This design comes from an exercise in tuning for small area, a short achievable clock period and few clock cycles on the open sky130 flow, not from production work. In this exercise RTL edits were held to simulation tests only and were not proved equivalent to the original.

Setup of v6:
==> flow/design.v (excerpt) <==
module xoodyak_build (
    input  logic         eph1,
    input  logic         reset,
    input  logic         start,
    input  logic [351:0] input_data,
    input  logic [5:0]   opmode,
    output logic [191:0] textout,
    output logic         finished
);
    localparam logic [2:0] OP_IDLE  = 3'd0;
    localparam logic [2:0] OP_INIT  = 3'd1;
    localparam logic [2:0] OP_NONCE = 3'd2;
    localparam logic [2:0] OP_ASSOC = 3'd3;
    localparam logic [2:0] OP_ENC   = 3'd4;
    localparam logic [2:0] OP_DEC   = 3'd5;
    localparam logic [2:0] OP_SQZ   = 3'd6;
    localparam logic [2:0] OP_RAT   = 3'd7;
    logic [383:0]   s, s_nxt;
    logic [351:0]   data_q;
    logic [2:0]     op_q;
    logic           cont_q;
    logic           busy;
    logic [3:0]     rnd;
    logic           phase_down;
    logic [191:0]   textout_nxt;
    logic [2:0]     op_in;
    logic           cont_in;
    logic           idle, acc, go_up, direct, up_start, pre_last;
    logic           s_ok;                   
    logic           pend;                   
    logic           last;                   
    logic [7:0]     cu;
    logic [1:0]     unused_opmode;
    assign unused_opmode = opmode[4:3];
    assign op_in   = opmode[2:0];
    assign cont_in = opmode[5];
    function automatic logic [31:0] round_const(input logic [3:0] r);
        logic [31:0] c;
        case (r)
            4'd0:    c = 32'h058;
            4'd1:    c = 32'h038;
            4'd2:    c = 32'h3C0;
            4'd3:    c = 32'h0D0;
            4'd4:    c = 32'h120;
            4'd5:    c = 32'h014;
            4'd6:    c = 32'h060;
            4'd7:    c = 32'h02C;
            4'd8:    c = 32'h380;
            4'd9:    c = 32'h0F0;
            4'd10:   c = 32'h1A0;
            4'd11:   c = 32'h012;
            default: c = 32'h000;
        endcase
        round_const = c;
    endfunction
    function automatic logic is_rc(input int yy, input int x, input int z);
        is_rc = (yy == 0 && x == 0 && z < 10);
    endfunction
    function automatic int colour_bit(input int x, input int z);
  ...
Settings: LEC_CHECK=0, CAP_MARGIN=20, CORE_MARGIN=2, CORE_UTILIZATION=60, CTS_CLUSTER_DIAMETER=100, CTS_CLUSTER_SIZE=20, SETUP_SLACK_MARGIN=2.6, SLEW_MARGIN=20, SYNTH_HIERARCHICAL=1, SYNTH_MINIMUM_KEEP_SIZE=0; clock period 5.0 ns.
standard.sh (not shown) runs the stock make flow with config.mk's settings and CLKGATE_MAP_FILE= SYNTH_SCRIPT=/design/flow/synth_recipe.tcl, a recipe that flattens the netlist after the stock synthesis.
==> flow/flow/run.sh <==
#!/bin/bash
# Layout flow: the standard ORFS flow (standard.sh, unchanged synthesis
# and steps), with plain buf_1 cells as the input/output port buffers
# instead of the delay-cell buffers buffer_ports picks by default.
# ORFS writes each step's full log under orfs/logs/; make's own output goes
# to make_finish.log in the work folder.
set -euo pipefail
export BUFFER_PORTS_ARGS="-buffer_cell sky130_fd_sc_hd__buf_1"
bash standard.sh finish > make_finish.log 2>&1
Testbench counts of v6, summed over its fixed seeds: cycles 39,108.
Edits applied to the flow inputs when going from v6 to v7:
diff --git a/flow/design.v b/flow/design.v
--- a/flow/design.v
+++ b/flow/design.v
@@ -318,31 +318,25 @@
                 s_ok       <= 1'b1;
             end
             pend    <= go_up && !s_ok;
             cu_pend <= (go_up && !s_ok) ? colour(op_in, cont_in) : 8'h00;
             busy_c  <= busy_nxt || (go_up && !s_ok);
             busy <= busy_nxt;
             rnd  <= rnd_nxt;
             rcv  <= rc_nxt[9:0];
         end
     end
-    logic [351:0] data_nxt;
-    logic         not_idle;
-    assign not_idle = !idle;
-    for (genvar i = 0; i < 352; i++) begin : g_dq
-        ao22 u_d (.a(input_data[i]), .b(idle), .c(data_q[i]), .d(not_idle), .y(data_nxt[i]));
-    end
     always_ff @(posedge eph1) begin
-        data_q <= data_nxt;
         if (idle) begin
             op_q   <= op_in;
             cont_q <= cont_in;
+            data_q <= input_data;
         end
     end
 endmodule
 module xo2 (
     input  logic a,
     input  logic b,
     output logic y
 );
     assign y = a ^ b;
 endmodule
@@ -389,29 +383,20 @@
     input  logic c,
     input  logic p,
     input  logic q,
     output logic y
 );
     logic t, u;
     xand u_a (.a(a), .p(p), .q(q), .y(u));
     orn  u_n (.b(b), .c(c), .y(t));
     xo2  u_x (.a(u), .b(t), .y(y));
 endmodule
-module ao22 (
-    input  logic a,
-    input  logic b,
-    input  logic c,
-    input  logic d,
-    output logic y
-);
-    assign y = (a & b) | (c & d);
-endmodule
 module oai21 (
     input  logic a,
     input  logic b,
     input  logic c,
     output logic y
 );
     assign y = ~((a | b) & c);
 endmodule
 module nd2 (
     input  logic a,
Findings:
- Diff v7 and v6: number of detailed-route iterations in the first pass higher in v7
- v6 -> v7: number of instances in the placed design decreased by a few percent
- Compared to v6, v7 has routed wire length about 0.56% higher.
- In v7, setup slack is higher than in v6.
- Changes observed in v7 relative to v6: layout multi-input combinational cell count went down by 350, overall fraction of global-route tracks in use decreased by 0.23 points relative to the old numbers, clock network area share essentially unchanged.
Testbench counts of v7, summed over its fixed seeds: cycles 39,108.

[separate check: timing with driven ports]
How much do the figures lean on ideal ports? The routed layouts below were timed once more, with nothing changed but the port constraints. Step 1, drivers: a clkbuf_16 drives eph1 and a buf_2 each remaining input, both assumed. Step 2 times the ports against the registers' clock, not the clock port: input delays grow and output delays shrink by t, the midpoint of the rising clock arrivals with the driver on. a / b / c = ideal / step 1 / step 2; a / b = the first two.
run	t (ns)	setup slack, ns	worst setup path after step 2	slew at the worst register clock pin (ns)	worst data-port slew with drivers (ns)
v6	0.748	2.285 / 2.285 / 1.796	input to register	0.10 / 0.10	0.13
v7	0.747	2.433 / 2.433 / 1.829	input to register	0.11 / 0.11	0.19
After both steps every run listed still meets setup and hold. The setup slack of v7, which loses most, moves by 0.000 ns with the drivers and by -0.604 ns with both steps.
